This design comes from an exercise in tuning for small area, a short achievable clock period and few clock cycles on the open sky130 flow, not from production work. Where RTL was checked, it was by simulation tests only, not by an equivalence proof against the original. No activity file was given, so power comes from the tool's default toggle rates.

==> v12 <==
Design framebuf_manager, start of the top module:
module framebuf_manager
#(
	parameter int SYM_ID_BITS = 4,
	parameter int H_UNITS = 4,
	parameter int V_UNITS = 3
) (
	input  logic                  i_clk,
	input  logic                  n_btn_rst,
	input  logic                  i_sym_mode,
	input  logic                  i_pkt_valid,
	input  fb_pkg::pkt_word_t     i_pkt,
	input  logic                  i_frame_end,
	input  logic                  i_draw_en,
	input  logic [COORD_BITS-1:0] i_sx,
	input  logic [COORD_BITS-1:0] i_sy,
	output logic [COLOR_BITS-1:0] o_color_r,
	output logic [COLOR_BITS-1:0] o_color_g,
	output logic [COLOR_BITS-1:0] o_color_b,
	output logic                  o_cmd_full,
	output logic                  o_draw_idle
);
==> module page_store, before the edit <==
module page_store #(
	parameter int SYM_ID_BITS = 4,
	parameter int H_UNITS = 4,
	parameter int V_UNITS = 3
) (
	input  logic                         i_clk,
	input  logic                         n_btn_rst,
	input  logic                         i_flip,
	input  logic [H_UNITS*V_UNITS-1:0]   i_wr_mask,
	input  logic [SYM_ID_BITS-1:0]       i_wr_id,
	input  logic [1:0]                   i_rd_col,
	input  logic [1:0]                   i_rd_row,
	input  logic [H_UNITS*V_UNITS-1:0]   i_clear_mask,
	output logic [SYM_ID_BITS-1:0]       o_rd_id
);
	localparam int NUM_UNITS = H_UNITS * V_UNITS;
	logic front_sel;
	always_ff @(posedge i_clk or negedge n_btn_rst) begin
		if (!n_btn_rst) begin
			front_sel <= 1'b0;
		end else if (i_flip) begin
			front_sel <= ~front_sel;
		end
	end
	logic [SYM_ID_BITS-1:0] unit_mem [2][NUM_UNITS];
	for (genvar p = 0; p < 2; p++) begin : g_page
		logic                   is_front;
		logic [SYM_ID_BITS-1:0] wr_data;
		assign is_front = (front_sel == 1'(p));
		assign wr_data  = is_front ? '0 : i_wr_id;
		for (genvar u = 0; u < NUM_UNITS; u++) begin : g_unit
			logic wr_en;
			assign wr_en = is_front ? i_clear_mask[u] : i_wr_mask[u];
			always_ff @(posedge i_clk) begin
				if (wr_en) begin
					unit_mem[p][u] <= wr_data;
				end
			end
		end
	end
	logic [SYM_ID_BITS-1:0] front_mem [NUM_UNITS];
	for (genvar u = 0; u < NUM_UNITS; u++) begin : g_front
		assign front_mem[u] = front_sel ? unit_mem[1][u] : unit_mem[0][u];
	end
	logic [SYM_ID_BITS-1:0] row_rd [V_UNITS];
	for (genvar y = 0; y < V_UNITS; y++) begin : g_row
		assign row_rd[y] = front_mem[y * H_UNITS + int'(i_rd_col)];
	end
	assign o_rd_id = i_rd_row[1] ? row_rd[2] : (i_rd_row[0] ? row_rd[1] : row_rd[0]);
endmodule
==> module framebuf_manager, before the edit <==
module framebuf_manager
#(
	parameter int SYM_ID_BITS = 4,
	parameter int H_UNITS = 4,
	parameter int V_UNITS = 3
) (
	input  logic                  i_clk,
	input  logic                  n_btn_rst,
	input  logic                  i_sym_mode,
	input  logic                  i_pkt_valid,
	input  fb_pkg::pkt_word_t     i_pkt,
	input  logic                  i_frame_end,
	input  logic                  i_draw_en,
	input  logic [COORD_BITS-1:0] i_sx,
	input  logic [COORD_BITS-1:0] i_sy,
	output logic [COLOR_BITS-1:0] o_color_r,
	output logic [COLOR_BITS-1:0] o_color_g,
	output logic [COLOR_BITS-1:0] o_color_b,
	output logic                  o_cmd_full,
	output logic                  o_draw_idle
);
	localparam int NUM_UNITS = H_UNITS * V_UNITS;
	logic                       prog_we;
	logic                       draw_we;
	logic [1:0]                 sym_width;
	logic [1:0]                 sym_height;
	logic                       cmd_valid;
	logic [SYM_ID_BITS-1:0]     cmd_id;
	logic [1:0]                 cmd_left;
	logic [1:0]                 cmd_top;
	logic [1:0]                 cmd_width;
	logic [1:0]                 cmd_height;
	logic [NUM_UNITS-1:0]       wr_mask;
	logic [NUM_UNITS-1:0]       clear_mask;
	logic [1:0]                 rd_col;
	logic [1:0]                 rd_row;
	logic [SYM_ID_BITS-1:0]     rd_id;
	logic [SYM_ID_BITS-1:0]     color_id;
	logic [COLOR_WORD_BITS-1:0] color_word;
	assign prog_we = i_pkt_valid && !i_sym_mode;
	assign draw_we = i_pkt_valid && i_sym_mode;
	assign o_cmd_full  = 1'b0;
	assign o_draw_idle = 1'b1;
	attr_tables #(.SYM_ID_BITS(SYM_ID_BITS)) u_attr (
		.i_clk(i_clk), .i_prog_we(prog_we), .i_pkt(i_pkt),
		.i_dim_id(i_pkt.draw.sym_id[SYM_ID_BITS-1:0]), .i_color_id(color_id),
		.o_width(sym_width), .o_height(sym_height), .o_color(color_word)
	);
	draw_cmd_fifo #(.SYM_ID_BITS(SYM_ID_BITS)) u_fifo (
		.i_clk(i_clk), .n_btn_rst(n_btn_rst), .i_push(draw_we), .i_pkt(i_pkt),
		.i_width(sym_width), .i_height(sym_height),
		.o_valid(cmd_valid), .o_id(cmd_id), .o_left(cmd_left), .o_top(cmd_top),
		.o_width(cmd_width), .o_height(cmd_height)
	);
	sym_rasterizer #(.H_UNITS(H_UNITS), .V_UNITS(V_UNITS)) u_rast (
		.i_valid(cmd_valid), .i_left(cmd_left), .i_top(cmd_top),
		.i_width(cmd_width), .i_height(cmd_height), .o_wr_mask(wr_mask)
	);
	page_store #(.SYM_ID_BITS(SYM_ID_BITS), .H_UNITS(H_UNITS), .V_UNITS(V_UNITS)) u_pages (
		.i_clk(i_clk), .n_btn_rst(n_btn_rst), .i_flip(i_frame_end), .i_wr_mask(wr_mask), .i_wr_id(cmd_id),
		.i_rd_col(rd_col), .i_rd_row(rd_row), .i_clear_mask(clear_mask), .o_rd_id(rd_id)
	);
	pixel_colorer #(.SYM_ID_BITS(SYM_ID_BITS), .H_UNITS(H_UNITS), .V_UNITS(V_UNITS)) u_colorer (
		.i_clk(i_clk), .n_btn_rst(n_btn_rst), .i_draw_en(i_draw_en),
		.i_sx(i_sx), .i_sy(i_sy), .i_rd_id(rd_id), .i_color(color_word),
		.o_rd_col(rd_col), .o_rd_row(rd_row), .o_clear_mask(clear_mask),
		.o_color_id(color_id),
		.o_color_r(o_color_r), .o_color_g(o_color_g), .o_color_b(o_color_b)
	);
endmodule
==> module sym_rasterizer, before the edit <==
module sym_rasterizer
#(
	parameter int H_UNITS = 4,
	parameter int V_UNITS = 3
) (
	input  logic                         i_valid,
	input  logic [1:0]                   i_left,
	input  logic [1:0]                   i_top,
	input  logic [1:0]                   i_width,
	input  logic [1:0]                   i_height,
	output logic [H_UNITS*V_UNITS-1:0]   o_wr_mask
);
	logic [H_UNITS-1:0] col_hit;
	logic [V_UNITS-1:0] row_hit;
	logic [3:0]         x_reach;
	logic [3:0]         y_reach;
	assign x_reach = {i_width == 2'd3, i_width[1], i_width != 2'd0, 1'b1};
	assign y_reach = {i_height == 2'd3, i_height[1], i_height != 2'd0, 1'b1};
	always_comb begin
		for (int x = 0; x < H_UNITS; x++) begin
			col_hit[x] = 1'b0;
			for (int l = 0; l <= x; l++) begin
				col_hit[x] = col_hit[x] | ((i_left == 2'(l)) & x_reach[x - l]);
			end
		end
		for (int y = 0; y < V_UNITS; y++) begin
			row_hit[y] = 1'b0;
			for (int t = 0; t <= y; t++) begin
				row_hit[y] = row_hit[y] | ((i_top == 2'(t)) & y_reach[y - t]);
			end
		end
	end
	for (genvar u = 0; u < H_UNITS * V_UNITS; u++) begin : g_unit
		assign o_wr_mask[u] = i_valid && col_hit[u % H_UNITS] && row_hit[u / H_UNITS];
	end
endmodule
export LEC_CHECK = 0
export ABC_AREA = 1
export CAP_MARGIN = 20
export CORE_MARGIN = 2
export CORE_UTILIZATION = 60
export CTS_BUF_LIST = sky130_fd_sc_hd__clkbuf_16
export CTS_CLUSTER_DIAMETER = 100
export CTS_CLUSTER_SIZE = 30
export SETUP_SLACK_MARGIN = 3.85
export SLEW_MARGIN = 20
create_clock -name core_clock -period 6.0 [get_ports {i_clk}]
standard.sh (not shown) runs the stock make flow with config.mk's settings and CLKGATE_MAP_FILE= SYNTH_SCRIPT=/design/flow/synth_recipe.tcl, a recipe that flattens the netlist after the stock synthesis.
==> flow/flow/run.sh <==
#!/bin/bash
# The standard layout (the standard.sh, unchanged synthesis and steps),
# with every input and output port buffered by a plain buf_2 instead of the
# cell buffer_ports picks by default. All tool output goes to flow.log
set -o pipefail
bash standard.sh "BUFFER_PORTS_ARGS=-buffer_cell sky130_fd_sc_hd__buf_2" finish > flow.log 2>&1
==> v8 (differences from v12) <==
--- a/flow/design.v
+++ b/flow/design.v
@@ -152,3 +152,2 @@
 	input  logic                         i_clk,
-	input  logic                         n_btn_rst,
 	input  logic                         i_flip,
@@ -162,33 +161,17 @@
 	localparam int NUM_UNITS = H_UNITS * V_UNITS;
-	logic front_sel;
-	always_ff @(posedge i_clk or negedge n_btn_rst) begin
-		if (!n_btn_rst) begin
-			front_sel <= 1'b0;
-		end else if (i_flip) begin
-			front_sel <= ~front_sel;
+	logic [SYM_ID_BITS-1:0] front [NUM_UNITS];
+	logic [SYM_ID_BITS-1:0] back  [NUM_UNITS];
+	for (genvar u = 0; u < NUM_UNITS; u++) begin : g_unit
+		logic [SYM_ID_BITS-1:0] back_wr;
+		logic [SYM_ID_BITS-1:0] front_clr;
+		assign back_wr   = i_wr_mask[u] ? i_wr_id : back[u];
+		assign front_clr = i_clear_mask[u] ? '0 : front[u];
+		always_ff @(posedge i_clk) begin
+			front[u] <= i_flip ? back_wr : front_clr;
+			back[u]  <= i_flip ? front_clr : back_wr;
 		end
 	end
-	logic [SYM_ID_BITS-1:0] unit_mem [2][NUM_UNITS];
-	for (genvar p = 0; p < 2; p++) begin : g_page
-		logic                   is_front;
-		logic [SYM_ID_BITS-1:0] wr_data;
-		assign is_front = (front_sel == 1'(p));
-		assign wr_data  = is_front ? '0 : i_wr_id;
-		for (genvar u = 0; u < NUM_UNITS; u++) begin : g_unit
-			logic wr_en;
-			assign wr_en = is_front ? i_clear_mask[u] : i_wr_mask[u];
-			always_ff @(posedge i_clk) begin
-				if (wr_en) begin
-					unit_mem[p][u] <= wr_data;
-				end
-			end
-		end
-	end
-	logic [SYM_ID_BITS-1:0] front_mem [NUM_UNITS];
-	for (genvar u = 0; u < NUM_UNITS; u++) begin : g_front
-		assign front_mem[u] = front_sel ? unit_mem[1][u] : unit_mem[0][u];
-	end
 	logic [SYM_ID_BITS-1:0] row_rd [V_UNITS];
 	for (genvar y = 0; y < V_UNITS; y++) begin : g_row
-		assign row_rd[y] = front_mem[y * H_UNITS + int'(i_rd_col)];
+		assign row_rd[y] = front[y * H_UNITS + int'(i_rd_col)];
 	end
@@ -316,3 +299,3 @@
 	page_store #(.SYM_ID_BITS(SYM_ID_BITS), .H_UNITS(H_UNITS), .V_UNITS(V_UNITS)) u_pages (
-		.i_clk(i_clk), .n_btn_rst(n_btn_rst), .i_flip(i_frame_end), .i_wr_mask(wr_mask), .i_wr_id(cmd_id),
+		.i_clk(i_clk), .i_flip(i_frame_end), .i_wr_mask(wr_mask), .i_wr_id(cmd_id),
 		.i_rd_col(rd_col), .i_rd_row(rd_row), .i_clear_mask(clear_mask), .o_rd_id(rd_id)
- ABC_AREA: 1 -> not set
- CTS_BUF_LIST: sky130_fd_sc_hd__clkbuf_16 -> sky130_fd_sc_hd__clkbuf_4 sky130_fd_sc_hd__clkbuf_8
- CTS_CLUSTER_DIAMETER: 100 -> not set
- SETUP_SLACK_MARGIN: 3.85 -> 3.5
==> v39 (differences from v12) <==
--- a/flow/design.v
+++ b/flow/design.v
@@ -123,19 +123,11 @@
 	logic [V_UNITS-1:0] row_hit;
-	logic [3:0]         x_reach;
-	logic [3:0]         y_reach;
-	assign x_reach = {i_width == 2'd3, i_width[1], i_width != 2'd0, 1'b1};
-	assign y_reach = {i_height == 2'd3, i_height[1], i_height != 2'd0, 1'b1};
-	always_comb begin
-		for (int x = 0; x < H_UNITS; x++) begin
-			col_hit[x] = 1'b0;
-			for (int l = 0; l <= x; l++) begin
-				col_hit[x] = col_hit[x] | ((i_left == 2'(l)) & x_reach[x - l]);
-			end
-		end
-		for (int y = 0; y < V_UNITS; y++) begin
-			row_hit[y] = 1'b0;
-			for (int t = 0; t <= y; t++) begin
-				row_hit[y] = row_hit[y] | ((i_top == 2'(t)) & y_reach[y - t]);
-			end
-		end
+	logic [2:0]         right;
+	logic [2:0]         bottom;
+	assign right  = {1'b0, i_left} + {1'b0, i_width};
+	assign bottom = {1'b0, i_top} + {1'b0, i_height};
+	for (genvar x = 0; x < H_UNITS; x++) begin : g_col
+		assign col_hit[x] = (3'(x) >= {1'b0, i_left}) && (3'(x) <= right);
+	end
+	for (genvar y = 0; y < V_UNITS; y++) begin : g_row
+		assign row_hit[y] = (3'(y) >= {1'b0, i_top}) && (3'(y) <= bottom);
 	end
@@ -152,3 +144,2 @@
 	input  logic                         i_clk,
-	input  logic                         n_btn_rst,
 	input  logic                         i_flip,
@@ -162,33 +153,17 @@
 	localparam int NUM_UNITS = H_UNITS * V_UNITS;
-	logic front_sel;
-	always_ff @(posedge i_clk or negedge n_btn_rst) begin
-		if (!n_btn_rst) begin
-			front_sel <= 1'b0;
-		end else if (i_flip) begin
-			front_sel <= ~front_sel;
-		end
-	end
-	logic [SYM_ID_BITS-1:0] unit_mem [2][NUM_UNITS];
-	for (genvar p = 0; p < 2; p++) begin : g_page
-		logic                   is_front;
-		logic [SYM_ID_BITS-1:0] wr_data;
-		assign is_front = (front_sel == 1'(p));
-		assign wr_data  = is_front ? '0 : i_wr_id;
-		for (genvar u = 0; u < NUM_UNITS; u++) begin : g_unit
-			logic wr_en;
-			assign wr_en = is_front ? i_clear_mask[u] : i_wr_mask[u];
-			always_ff @(posedge i_clk) begin
-				if (wr_en) begin
-					unit_mem[p][u] <= wr_data;
-				end
-			end
+	logic [SYM_ID_BITS-1:0] front [NUM_UNITS];
+	logic [SYM_ID_BITS-1:0] back  [NUM_UNITS];
+	for (genvar u = 0; u < NUM_UNITS; u++) begin : g_unit
+		logic [SYM_ID_BITS-1:0] back_wr;
+		logic [SYM_ID_BITS-1:0] front_clr;
+		assign back_wr   = i_wr_mask[u] ? i_wr_id : back[u];
+		assign front_clr = i_clear_mask[u] ? '0 : front[u];
+		always_ff @(posedge i_clk) begin
+			front[u] <= i_flip ? back_wr : front_clr;
+			back[u]  <= i_flip ? front_clr : back_wr;
 		end
 	end
-	logic [SYM_ID_BITS-1:0] front_mem [NUM_UNITS];
-	for (genvar u = 0; u < NUM_UNITS; u++) begin : g_front
-		assign front_mem[u] = front_sel ? unit_mem[1][u] : unit_mem[0][u];
-	end
 	logic [SYM_ID_BITS-1:0] row_rd [V_UNITS];
 	for (genvar y = 0; y < V_UNITS; y++) begin : g_row
-		assign row_rd[y] = front_mem[y * H_UNITS + int'(i_rd_col)];
+		assign row_rd[y] = front[y * H_UNITS + int'(i_rd_col)];
 	end
@@ -316,3 +291,3 @@
 	page_store #(.SYM_ID_BITS(SYM_ID_BITS), .H_UNITS(H_UNITS), .V_UNITS(V_UNITS)) u_pages (
-		.i_clk(i_clk), .n_btn_rst(n_btn_rst), .i_flip(i_frame_end), .i_wr_mask(wr_mask), .i_wr_id(cmd_id),
+		.i_clk(i_clk), .i_flip(i_frame_end), .i_wr_mask(wr_mask), .i_wr_id(cmd_id),
 		.i_rd_col(rd_col), .i_rd_row(rd_row), .i_clear_mask(clear_mask), .o_rd_id(rd_id)
==> flow/run.sh (new file) <==
#!/bin/bash
# synth_recipe.tcl (not shown) runs the flow's synth.tcl, then flattens the netlist and writes it again
# the make line also repeats each setting of config.mk as NAME=value (left out here)
make -C /OpenROAD-flow-scripts/flow DESIGN_CONFIG=/design/flow/config.mk WORK_HOME=/design/flow/orfs CLKGATE_MAP_FILE= SYNTH_SCRIPT=/design/flow/synth_recipe.tcl finish
- ABC_AREA: 1 -> not set
- CORE_UTILIZATION: 60 -> 40
- CTS_BUF_LIST: sky130_fd_sc_hd__clkbuf_16 -> not set
- CTS_CLUSTER_DIAMETER: 100 -> not set
- CTS_CLUSTER_SIZE: 30 -> not set
- SETUP_SLACK_MARGIN: 3.85 -> 4.0
removed: flow/flow/run.sh
removed: flow/standard.sh
==> summary.txt <==
* Seq pwr at roughly 0.003 W
* Setup ws final at about 3500 ps
* Gpl congestion at ~0.85
* Die Wd at around 160 um
* Mean number of vias per cell at roughly 6.2
* Worst R2R Setup Slack at 3920 ps
* Sw Share at 0.217
* CP peak stage delay at ~400 ps
* Buf+Inv Stages, Crit Path at 4
* Clock Power Share at 0.407
* Status: finished clean
* Mapped Cells at a little under 900
* Post-synthesis xor/xnor area fraction at 0
The numbers above come from v8.

==> summary.txt <==
* Clock Power Share at 0.233
* Setup ws final at about 3800 ps
* CP peak stage delay at 320 ps
* Buf+Inv Stages, Crit Path at 1
* Mean number of vias per cell at 5.42
* Mapped Cells at 1499
* Gpl congestion at between 0.8 and 0.9
* Sw Share at 0.301
* Die Wd at ~170 um
* Status: finished clean
* Worst R2R Setup Slack at between 3000 and 4000 ps
The numbers above come from v12.

==> summary.txt <==
* Setup ws final at between 3000 and 4000 ps
* Status: finished clean
* Mean number of vias per cell at 5.60
* CP peak stage delay at 540 ps
* Mapped Cells at roughly 870
* Post-synthesis xor/xnor area fraction at 0
* Buf+Inv Stages, Crit Path at 1
* Clock Power Share at 0.419
The numbers above come from v39.

Testbench counts of v12, summed over its fixed seeds: cycles 1,536.
Testbench counts of v39, summed over its fixed seeds: cycles 1,536.
The RTL of v8 was laid out without a check of its function.

[static timing again, ports no longer ideal]
No port has a modelled driver above. Below, the same layouts with a new extraction and two added sets of constraints. Step 1 (the two cells are an assumption about what drives the block):
set clk [get_ports {i_clk}]
set_driving_cell -lib_cell sky130_fd_sc_hd__clkbuf_16 $clk
set_driving_cell -lib_cell sky130_fd_sc_hd__buf_2 [delete_from_list [all_inputs] $clk]
Step 2 times the ports against the registers' clock, not the clock port: input delays grow and output delays shrink by t, the midpoint of the rising clock arrivals with the driver on. a / b / c = ideal ports / drivers / drivers and shift; a / b = the first two.
| run | shift t [ns] | setup slack, ns | worst register clock-pin slew, ns | worst data-port slew with drivers (ns) | cell pins on the clock port's net |
|---|---|---|---|---|---|
| v12 | 0.574 | 3.844 / 3.792 / 3.335 | 0.11 / 0.11 | 0.07 | 1 |
| v8 | 0.644 | 3.549 / 3.577 / 2.933 | 0.07 / 0.07 | 0.06 | 1 |
| v39 | 0.594 | 3.640 / 3.640 / 3.274 | 0.06 / 0.06 | 0.07 | 1 |
After both steps setup and hold are still met in every run listed. For v8, which loses most, drivers alone change the setup slack by +0.028 ns; drivers and shift together by -0.616 ns.
